From an optimization exercise on the open Yosys and OpenROAD flow, aimed at small area; shortcuts taken in it are not production practice.
Where RTL was checked, it was by simulation tests only, not by an equivalence proof against the original.
Power is estimated from default activity; no workload was simulated.

==> flow/design.v (excerpt) <==
module ddr4_fine_sweep #(
  parameter int LANES        = 16,
  parameter int DELAY_TAPS   = 64,
  parameter int COARSE_STEPS = 8,
  parameter int SPAN         = 32,
  parameter int SAMPLES      = 4,
  parameter int SETTLE       = 2,
  parameter int MIN_WIDTH    = 6,
  parameter int TIMEOUT      = 256
) (
  input  logic                                        clk,
  input  logic                                        rst,
  input  logic                                        fine_start,
  input  logic [$clog2(COARSE_STEPS)-1:0]             coarse_sel,
  input  logic [LANES-1:0]                            read_ok,
  input  logic                                        read_valid,
  output logic [$clog2(DELAY_TAPS)-1:0]               delay_tap,
  output logic                                        read_req,
  output logic                                        busy,
  output logic                                        fine_done,
  output logic                                        fine_failed,
  output logic [LANES-1:0]                            lane_valid,
  output logic [LANES*$clog2(DELAY_TAPS)-1:0]         best_start,
  output logic [LANES*$clog2(DELAY_TAPS)-1:0]         best_end,
  output logic [LANES*$clog2(DELAY_TAPS+1)-1:0]       best_width
);
Size in the first run: about 2200 cells after synthesis, roughly 330 flip-flops, ~350 I/O pins.
Settings: LEC_CHECK=0, CAP_MARGIN=20, CORE_MARGIN=2, CORE_UTILIZATION=40, SLEW_MARGIN=20; clock period 5.0 ns.
standard.sh (not shown) runs the stock make flow with config.mk's settings and CLKGATE_MAP_FILE= SYNTH_SCRIPT=/design/flow/synth_recipe.tcl, a recipe that flattens the netlist after the stock synthesis.
==> flow/flow/run.sh <==
#!/bin/bash
# Own layout flow: the standard ORFS flow with an area-oriented synthesis mapping, the
# smallest buffer on every port, and no dummy clock-tree loads. Each tool's output is logged.
set -euo pipefail
W=$(pwd)
F=$W/flow
bash standard.sh \
  SYNTH_SCRIPT=$F/synth.tcl \
  FLOW_ABC_SCRIPT=$F/area.abc \
  BUFFER_PORTS_ARGS="-buffer_cell sky130_fd_sc_hd__buf_1" \
  CTS_ARGS="-sink_clustering_enable -repair_clock_nets -dont_use_dummy_load -buf_list {sky130_fd_sc_hd__clkbuf_2 sky130_fd_sc_hd__clkbuf_4 sky130_fd_sc_hd__clkbuf_8} -sink_clustering_size 20" \
  finish > $W/flow_make.log 2>&1
cp -r $W/orfs/logs $W/flow_logs 2>/dev/null || true
==> flow/flow/area.abc <==
strash
ifraig
dc2
dch -f
map -a
mfs2
strash
dc2
dch -f
map -a
mfs2
strash
dch -f
map -a
topo
==> flow/flow/synth.tcl <==
# The standard synthesis (synth_recipe.tcl) with two changes to the combinational mapping only:
# Yosys's extract_fa is skipped and abc runs an area-oriented script (flow/area.abc).
# Flip-flop mapping and register names are unchanged.
proc synth {args} { yosys synth -nofsm -noshare {*}$args }
proc extract_fa {args} { puts "flow: extract_fa skipped" }
proc abc {args} {
  set i [lsearch $args -script]
  lset args [expr {$i + 1}] $::env(FLOW_ABC_SCRIPT)
  puts "flow: abc $args"
  yosys abc {*}$args
}
source $::env(SCRIPTS_DIR)/synth.tcl
# left out here: clear keep_hierarchy, flatten, clean up, hide names made inside functions, write 1_2_yosys.v
Edit:
--- a/flow/flow/run.sh
+++ b/flow/flow/run.sh
@@ -11 +11 @@
-  CTS_ARGS="-sink_clustering_enable -repair_clock_nets -dont_use_dummy_load -buf_list {sky130_fd_sc_hd__clkbuf_2 sky130_fd_sc_hd__clkbuf_4 sky130_fd_sc_hd__clkbuf_8} -sink_clustering_size 20" \
+  CTS_ARGS="-sink_clustering_enable -repair_clock_nets -dont_use_dummy_load -buf_list sky130_fd_sc_hd__clkbuf_4" \
The changed run went through all stages and came out clean.
Wire length barely changes.
Total power goes down by about 1.5%.
Register-to-register slack is worse by 0.07 ns.
Final cell count goes up by 1.1%.
Synthesized cell count stays the same.
Cell area goes down by 0.61%.
Worst setup slack is worse by 0.10 ns.
Edit:
--- a/flow/flow/run.sh
+++ b/flow/flow/run.sh
@@ -11 +11 @@
-  CTS_ARGS="-sink_clustering_enable -repair_clock_nets -dont_use_dummy_load -buf_list sky130_fd_sc_hd__clkbuf_4" \
+  CTS_ARGS="-sink_clustering_enable -repair_clock_nets -dont_use_dummy_load" \
Wire length falls by about 0.8%.
Die area stays the same.
Cell area rises by 1.5%.
Worst setup slack improved by 0.21 ns.
Via count falls by 1.5%.
Critical path depth does not change.
Cell count falls by 1.7%.
No run of this note included a check of the RTL's function; only the layout flow was run.

========
Another version of the RTL of ddr4_fine_sweep (not shown whole).
Size: about 330 flip-flops, roughly 350 I/O pins.
// ddr4_fine_sweep
module ddr4_fine_sweep #(
  parameter int LANES        = 16,
  parameter int DELAY_TAPS   = 64,
  parameter int COARSE_STEPS = 8,
  parameter int SPAN         = 32,
  parameter int SAMPLES      = 4,
  parameter int SETTLE       = 2,
  parameter int MIN_WIDTH    = 6,
  parameter int TIMEOUT      = 256
) (
  input  logic                                        clk,
  input  logic                                        rst,
  input  logic                                        fine_start,
  input  logic [$clog2(COARSE_STEPS)-1:0]             coarse_sel,
  input  logic [LANES-1:0]                            read_ok,
  input  logic                                        read_valid,
  output logic [$clog2(DELAY_TAPS)-1:0]               delay_tap,
  output logic                                        read_req,
  output logic                                        busy,
  output logic                                        fine_done,
  output logic                                        fine_failed,
  output logic [LANES-1:0]                            lane_valid,
  output logic [LANES*$clog2(DELAY_TAPS)-1:0]         best_start,
  output logic [LANES*$clog2(DELAY_TAPS)-1:0]         best_end,
  output logic [LANES*$clog2(DELAY_TAPS+1)-1:0]       best_width
);
Settings: LEC_CHECK=0, CAP_MARGIN=20, CORE_MARGIN=2, CORE_UTILIZATION=40, SLEW_MARGIN=20; clock period 5.0 ns.
==> flow/flow/run.sh <==
#!/bin/bash
# Own layout flow: the standard ORFS flow with an area-oriented synthesis mapping, the
# smallest buffer on every port, and no dummy clock-tree loads. Each tool's output is logged.
set -euo pipefail
W=$(pwd)
F=$W/flow
bash standard.sh \
  SYNTH_SCRIPT=$F/synth.tcl \
  FLOW_ABC_SCRIPTS="$F/a1.abc $F/a2.abc $F/a3.abc" \
  BUFFER_PORTS_ARGS="-buffer_cell sky130_fd_sc_hd__buf_1" \
  CTS_ARGS="-sink_clustering_enable -repair_clock_nets -dont_use_dummy_load -buf_list sky130_fd_sc_hd__clkbuf_8 -sink_clustering_size 20 -sink_clustering_max_diameter 50" \
  SKIP_REPAIR_TIE_FANOUT=1 CORE_UTILIZATION=55 PLACE_DENSITY=0.65 CAP_MARGIN=0 GPL_TIMING_DRIVEN=0 \
  finish > $W/flow_make.log 2>&1
cp -r $W/orfs/logs $W/flow_logs 2>/dev/null || true
==> flow/flow/a1.abc <==
strash
ifraig
dc2
dch -f
map -a
mfs2
strash
dc2
dch -f
map -a
mfs2
strash
dch -f
map -a
topo
==> flow/flow/a2.abc <==
strash
balance -l
resub -K 6 -l
rewrite -l
resub -K 6 -N 2 -l
refactor -l
resub -K 8 -l
balance -l
resub -K 8 -N 2 -l
rewrite -l
resub -K 10 -l
rewrite -z -l
resub -K 10 -N 2 -l
balance -l
resub -K 12 -l
refactor -z -l
resub -K 12 -N 2 -l
rewrite -z -l
balance -l
dch -f
map -a
mfs2
strash
dch -f
map -a
mfs2
strash
balance -l
resub -K 6 -l
rewrite -l
resub -K 6 -N 2 -l
refactor -l
resub -K 8 -l
balance -l
resub -K 8 -N 2 -l
rewrite -l
resub -K 10 -l
rewrite -z -l
resub -K 10 -N 2 -l
balance -l
resub -K 12 -l
refactor -z -l
resub -K 12 -N 2 -l
rewrite -z -l
balance -l
dch -f
map -a
topo
dnsize
==> flow/flow/a3.abc <==
strash
ifraig
balance -l
resub -K 6 -l
rewrite -l
resub -K 6 -N 2 -l
refactor -l
resub -K 8 -l
balance -l
resub -K 8 -N 2 -l
rewrite -l
resub -K 10 -l
rewrite -z -l
resub -K 10 -N 2 -l
balance -l
resub -K 12 -l
refactor -z -l
resub -K 12 -N 2 -l
rewrite -z -l
balance -l
dc2
dch -f
map -a
mfs2
strash
dc2
balance -l
resub -K 6 -l
rewrite -l
resub -K 6 -N 2 -l
refactor -l
resub -K 8 -l
balance -l
resub -K 8 -N 2 -l
rewrite -l
resub -K 10 -l
rewrite -z -l
resub -K 10 -N 2 -l
balance -l
resub -K 12 -l
refactor -z -l
resub -K 12 -N 2 -l
rewrite -z -l
balance -l
dch -f
map -a
mfs2
strash
dch -f
map -a
topo
dnsize
==> flow/flow/synth.tcl <==
# The standard synthesis (synth_recipe.tcl) with two changes to the combinational mapping only:
# Yosys's extract_fa is skipped, and abc is run with each area-oriented script listed in
# FLOW_ABC_SCRIPTS, keeping the result with the smallest cell area.
# Flip-flop mapping and register names are unchanged.
proc synth {args} { yosys synth -nofsm -noshare {*}$args }
proc extract_fa {args} { puts "flow: extract_fa skipped" }
proc flow_area {f} {
  set fh [open $f r]; set t [read $fh]; close $fh
  if {[regexp {Chip area for module '[^']*': ([0-9.eE+-]+)} $t -> a]} { return $a }
  return 1e30
}
proc abc {args} {
  set i [lsearch $args -script]
  set libargs {}
  foreach lib $::env(LIB_FILES) { lappend libargs -liberty $lib }
  yosys design -save flow_pre_abc
  set best 1e30
  set n 0
  foreach scr $::env(FLOW_ABC_SCRIPTS) {
    yosys design -load flow_pre_abc
    lset args [expr {$i + 1}] $scr
    puts "flow: abc $args"
    yosys abc {*}$args
    set f $::env(RESULTS_DIR)/flow_abc_$n.stat
    yosys tee -q -o $f stat {*}$libargs
    set a [flow_area $f]
    puts "flow: abc script [file tail $scr]: area $a"
    if {$a < $best} {
      set best $a
      yosys design -save flow_best_abc
    }
    incr n
  }
  yosys design -load flow_best_abc
  puts "flow: kept abc result with area $best"
}
source $::env(SCRIPTS_DIR)/synth.tcl
# left out here: clear keep_hierarchy, flatten, clean up, hide names made inside functions, write 1_2_yosys.v
Rerun with:
==> flow/flow/run.sh (replaced) <==
#!/bin/bash
# Own layout flow: the standard ORFS flow with an area-oriented synthesis mapping, the
# smallest buffer on every port, and no dummy clock-tree loads. Each tool's output is logged.
set -euo pipefail
W=$(pwd)
F=$W/flow
bash standard.sh \
  SYNTH_SCRIPT=$F/synth.tcl \
  FLOW_ABC_SCRIPT=$F/area.abc \
  BUFFER_PORTS_ARGS="-buffer_cell sky130_fd_sc_hd__buf_1" \
  CTS_ARGS="-sink_clustering_enable -repair_clock_nets -dont_use_dummy_load -buf_list sky130_fd_sc_hd__clkbuf_8 -sink_clustering_size 24 -sink_clustering_max_diameter 60" \
  finish > $W/flow_make.log 2>&1
cp -r $W/orfs/logs $W/flow_logs 2>/dev/null || true
==> flow/flow/area.abc (new file) <==
strash
ifraig
dc2
dch -f
map -a
mfs2
strash
dc2
dch -f
map -a
mfs2
strash
dch -f
map -a
topo
==> flow/flow/synth.tcl (replaced) <==
# The standard synthesis (synth_recipe.tcl) with two changes to the combinational mapping only:
# Yosys's extract_fa is skipped and abc runs an area-oriented script (flow/area.abc).
# Flip-flop mapping and register names are unchanged.
proc synth {args} { yosys synth -nofsm -noshare {*}$args }
proc extract_fa {args} { puts "flow: extract_fa skipped" }
proc abc {args} {
  set i [lsearch $args -script]
  lset args [expr {$i + 1}] $::env(FLOW_ABC_SCRIPT)
  puts "flow: abc $args"
  yosys abc {*}$args
}
source $::env(SCRIPTS_DIR)/synth.tcl
# left out here: clear keep_hierarchy, flatten, clean up, hide names made inside functions, write 1_2_yosys.v
removed: flow/flow/a1.abc
removed: flow/flow/a2.abc
removed: flow/flow/a3.abc
The changed run completed with no timing, DRC or antenna violations; total power goes up slightly; final cell count is higher by a little under a tenth; final area falls slightly; routed wire length rose by a little under a tenth; via count grows slightly; count of clock-buffer cells in the layout is lower by 7.
Rerun with:
--- a/flow/flow/run.sh
+++ b/flow/flow/run.sh
@@ -8,5 +8,6 @@
   SYNTH_SCRIPT=$F/synth.tcl \
-  FLOW_ABC_SCRIPT=$F/area.abc \
+  FLOW_ABC_SCRIPTS="$F/a1.abc $F/a2.abc $F/a3.abc" \
   BUFFER_PORTS_ARGS="-buffer_cell sky130_fd_sc_hd__buf_1" \
-  CTS_ARGS="-sink_clustering_enable -repair_clock_nets -dont_use_dummy_load -buf_list sky130_fd_sc_hd__clkbuf_8 -sink_clustering_size 24 -sink_clustering_max_diameter 60" \
+  CTS_ARGS="-sink_clustering_enable -repair_clock_nets -dont_use_dummy_load -buf_list sky130_fd_sc_hd__clkbuf_8 -sink_clustering_size 20 -sink_clustering_max_diameter 50" \
+  SKIP_REPAIR_TIE_FANOUT=1 CORE_UTILIZATION=65 PLACE_DENSITY=0.75 \
   finish > $W/flow_make.log 2>&1
==> flow/flow/a1.abc (new file) <==
strash
ifraig
dc2
dch -f
map -a
mfs2
strash
dc2
dch -f
map -a
mfs2
strash
dch -f
map -a
topo
==> flow/flow/a2.abc (new file) <==
strash
balance -l
resub -K 6 -l
rewrite -l
resub -K 6 -N 2 -l
refactor -l
resub -K 8 -l
balance -l
resub -K 8 -N 2 -l
rewrite -l
resub -K 10 -l
rewrite -z -l
resub -K 10 -N 2 -l
balance -l
resub -K 12 -l
refactor -z -l
resub -K 12 -N 2 -l
rewrite -z -l
balance -l
dch -f
map -a
mfs2
strash
dch -f
map -a
mfs2
strash
balance -l
resub -K 6 -l
rewrite -l
resub -K 6 -N 2 -l
refactor -l
resub -K 8 -l
balance -l
resub -K 8 -N 2 -l
rewrite -l
resub -K 10 -l
rewrite -z -l
resub -K 10 -N 2 -l
balance -l
resub -K 12 -l
refactor -z -l
resub -K 12 -N 2 -l
rewrite -z -l
balance -l
dch -f
map -a
topo
dnsize
==> flow/flow/a3.abc (new file) <==
strash
ifraig
balance -l
resub -K 6 -l
rewrite -l
resub -K 6 -N 2 -l
refactor -l
resub -K 8 -l
balance -l
resub -K 8 -N 2 -l
rewrite -l
resub -K 10 -l
rewrite -z -l
resub -K 10 -N 2 -l
balance -l
resub -K 12 -l
refactor -z -l
resub -K 12 -N 2 -l
rewrite -z -l
balance -l
dc2
dch -f
map -a
mfs2
strash
dc2
balance -l
resub -K 6 -l
rewrite -l
resub -K 6 -N 2 -l
refactor -l
resub -K 8 -l
balance -l
resub -K 8 -N 2 -l
rewrite -l
resub -K 10 -l
rewrite -z -l
resub -K 10 -N 2 -l
balance -l
resub -K 12 -l
refactor -z -l
resub -K 12 -N 2 -l
rewrite -z -l
balance -l
dch -f
map -a
mfs2
strash
dch -f
map -a
topo
dnsize
==> flow/flow/synth.tcl (replaced) <==
# The standard synthesis (synth_recipe.tcl) with two changes to the combinational mapping only:
# Yosys's extract_fa is skipped, and abc is run with each area-oriented script listed in
# FLOW_ABC_SCRIPTS, keeping the result with the smallest cell area.
# Flip-flop mapping and register names are unchanged.
proc synth {args} { yosys synth -nofsm -noshare {*}$args }
proc extract_fa {args} { puts "flow: extract_fa skipped" }
proc flow_area {f} {
  set fh [open $f r]; set t [read $fh]; close $fh
  if {[regexp {Chip area for module '[^']*': ([0-9.eE+-]+)} $t -> a]} { return $a }
  return 1e30
}
proc abc {args} {
  set i [lsearch $args -script]
  set libargs {}
  foreach lib $::env(LIB_FILES) { lappend libargs -liberty $lib }
  yosys design -save flow_pre_abc
  set best 1e30
  set n 0
  foreach scr $::env(FLOW_ABC_SCRIPTS) {
    yosys design -load flow_pre_abc
    lset args [expr {$i + 1}] $scr
    puts "flow: abc $args"
    yosys abc {*}$args
    set f $::env(RESULTS_DIR)/flow_abc_$n.stat
    yosys tee -q -o $f stat {*}$libargs
    set a [flow_area $f]
    puts "flow: abc script [file tail $scr]: area $a"
    if {$a < $best} {
      set best $a
      yosys design -save flow_best_abc
    }
    incr n
  }
  yosys design -load flow_best_abc
  puts "flow: kept abc result with area $best"
}
source $::env(SCRIPTS_DIR)/synth.tcl
# left out here: clear keep_hierarchy, flatten, clean up, hide names made inside functions, write 1_2_yosys.v
removed: flow/flow/area.abc
Non-clock buffer count came out lower by 5.
Power went down by 5.6%.
Synthesized area goes down by 0.34%.
Global-route usage grows by 12 points.
Worst setup slack improves by 240 ps.
Die area falls by 38%.
Clock-buffer cell count rose by 5.
Sequential cell count is unchanged.
Register-to-register slack improved by 50 ps.
Rerun with:
==> flow/flow/run.sh (replaced) <==
#!/bin/bash
# Own layout flow: the standard ORFS flow with an area-oriented synthesis mapping, the
# smallest buffer on every port, and no dummy clock-tree loads. Each tool's output is logged.
set -euo pipefail
W=$(pwd)
F=$W/flow
bash standard.sh \
  SYNTH_SCRIPT=$F/synth.tcl \
  FLOW_ABC_SCRIPT=$F/area.abc \
  BUFFER_PORTS_ARGS="-buffer_cell sky130_fd_sc_hd__buf_1" \
  CTS_ARGS="-sink_clustering_enable -repair_clock_nets -dont_use_dummy_load -buf_list sky130_fd_sc_hd__clkbuf_8 -sink_clustering_size 16 -sink_clustering_max_diameter 40" \
  SKIP_REPAIR_TIE_FANOUT=1 CAP_MARGIN=0 SLEW_MARGIN=0 \
  finish > $W/flow_make.log 2>&1
cp -r $W/orfs/logs $W/flow_logs 2>/dev/null || true
==> flow/flow/area.abc (new file) <==
strash
ifraig
dc2
dch -f
map -a
mfs2
strash
dc2
dch -f
map -a
mfs2
strash
dch -f
map -a
topo
==> flow/flow/synth.tcl (replaced) <==
# The standard synthesis (synth_recipe.tcl) with two changes to the combinational mapping only:
# Yosys's extract_fa is skipped and abc runs an area-oriented script (flow/area.abc).
# Flip-flop mapping and register names are unchanged.
proc synth {args} { yosys synth -nofsm -noshare {*}$args }
proc extract_fa {args} { puts "flow: extract_fa skipped" }
proc abc {args} {
  set i [lsearch $args -script]
  lset args [expr {$i + 1}] $::env(FLOW_ABC_SCRIPT)
  puts "flow: abc $args"
  yosys abc {*}$args
}
source $::env(SCRIPTS_DIR)/synth.tcl
# left out here: clear keep_hierarchy, flatten, clean up, hide names made inside functions, write 1_2_yosys.v
removed: flow/flow/a1.abc
removed: flow/flow/a2.abc
removed: flow/flow/a3.abc
=> The new run went through all stages and came out clean; fmax falls slightly; via count falls slightly; worst setup slack loses 44 ps; total power rises by about a fifth; sequential share of layout area falls by 1.2 points; final area rises by a few percent.

-- separate check: timing with driven ports --
In the flow no input, the clock included, has a driving cell. The finished layouts below were timed again as built, in two steps. Step 1: set_driving_cell puts a clkbuf_16 on clk and a buf_2 on each other input, an assumption about the parent block. Step 2 moves the port delays by t, midway between the first and last clock arrival at a register: inputs arrive t later, outputs are due t later. That takes back most of the time a late clock gives input paths. Slacks: no drivers / after step 1 / after step 2; pairs: no drivers / after step 1.
run	t (ns)	setup WS [ns]	worst setup path at the end	worst data-port slew with drivers (ns)	cell pins on the clock port's net
the first run of note 1	0.663	0.758 / 0.711 / 1.374	register to output	0.08	1
the second run of note 1	0.776	0.653 / 0.603 / 1.379	register to output	0.09	1
the third run of note 1	0.582	0.859 / 0.806 / 1.388	register to output	0.08	1
the first run of note 2	0.585	0.373 / 0.323 / 0.407	register to register	0.08	1
the second run of note 2	0.640	0.874 / 0.823 / 1.463	register to output	0.07	1
the third run of note 2	0.560	1.113 / 1.065 / 1.625	register to output	0.07	1
the fourth run of note 2	0.617	1.069 / 1.046 / 1.069	register to register	0.07	1
After both steps setup and hold are still met in every run listed.
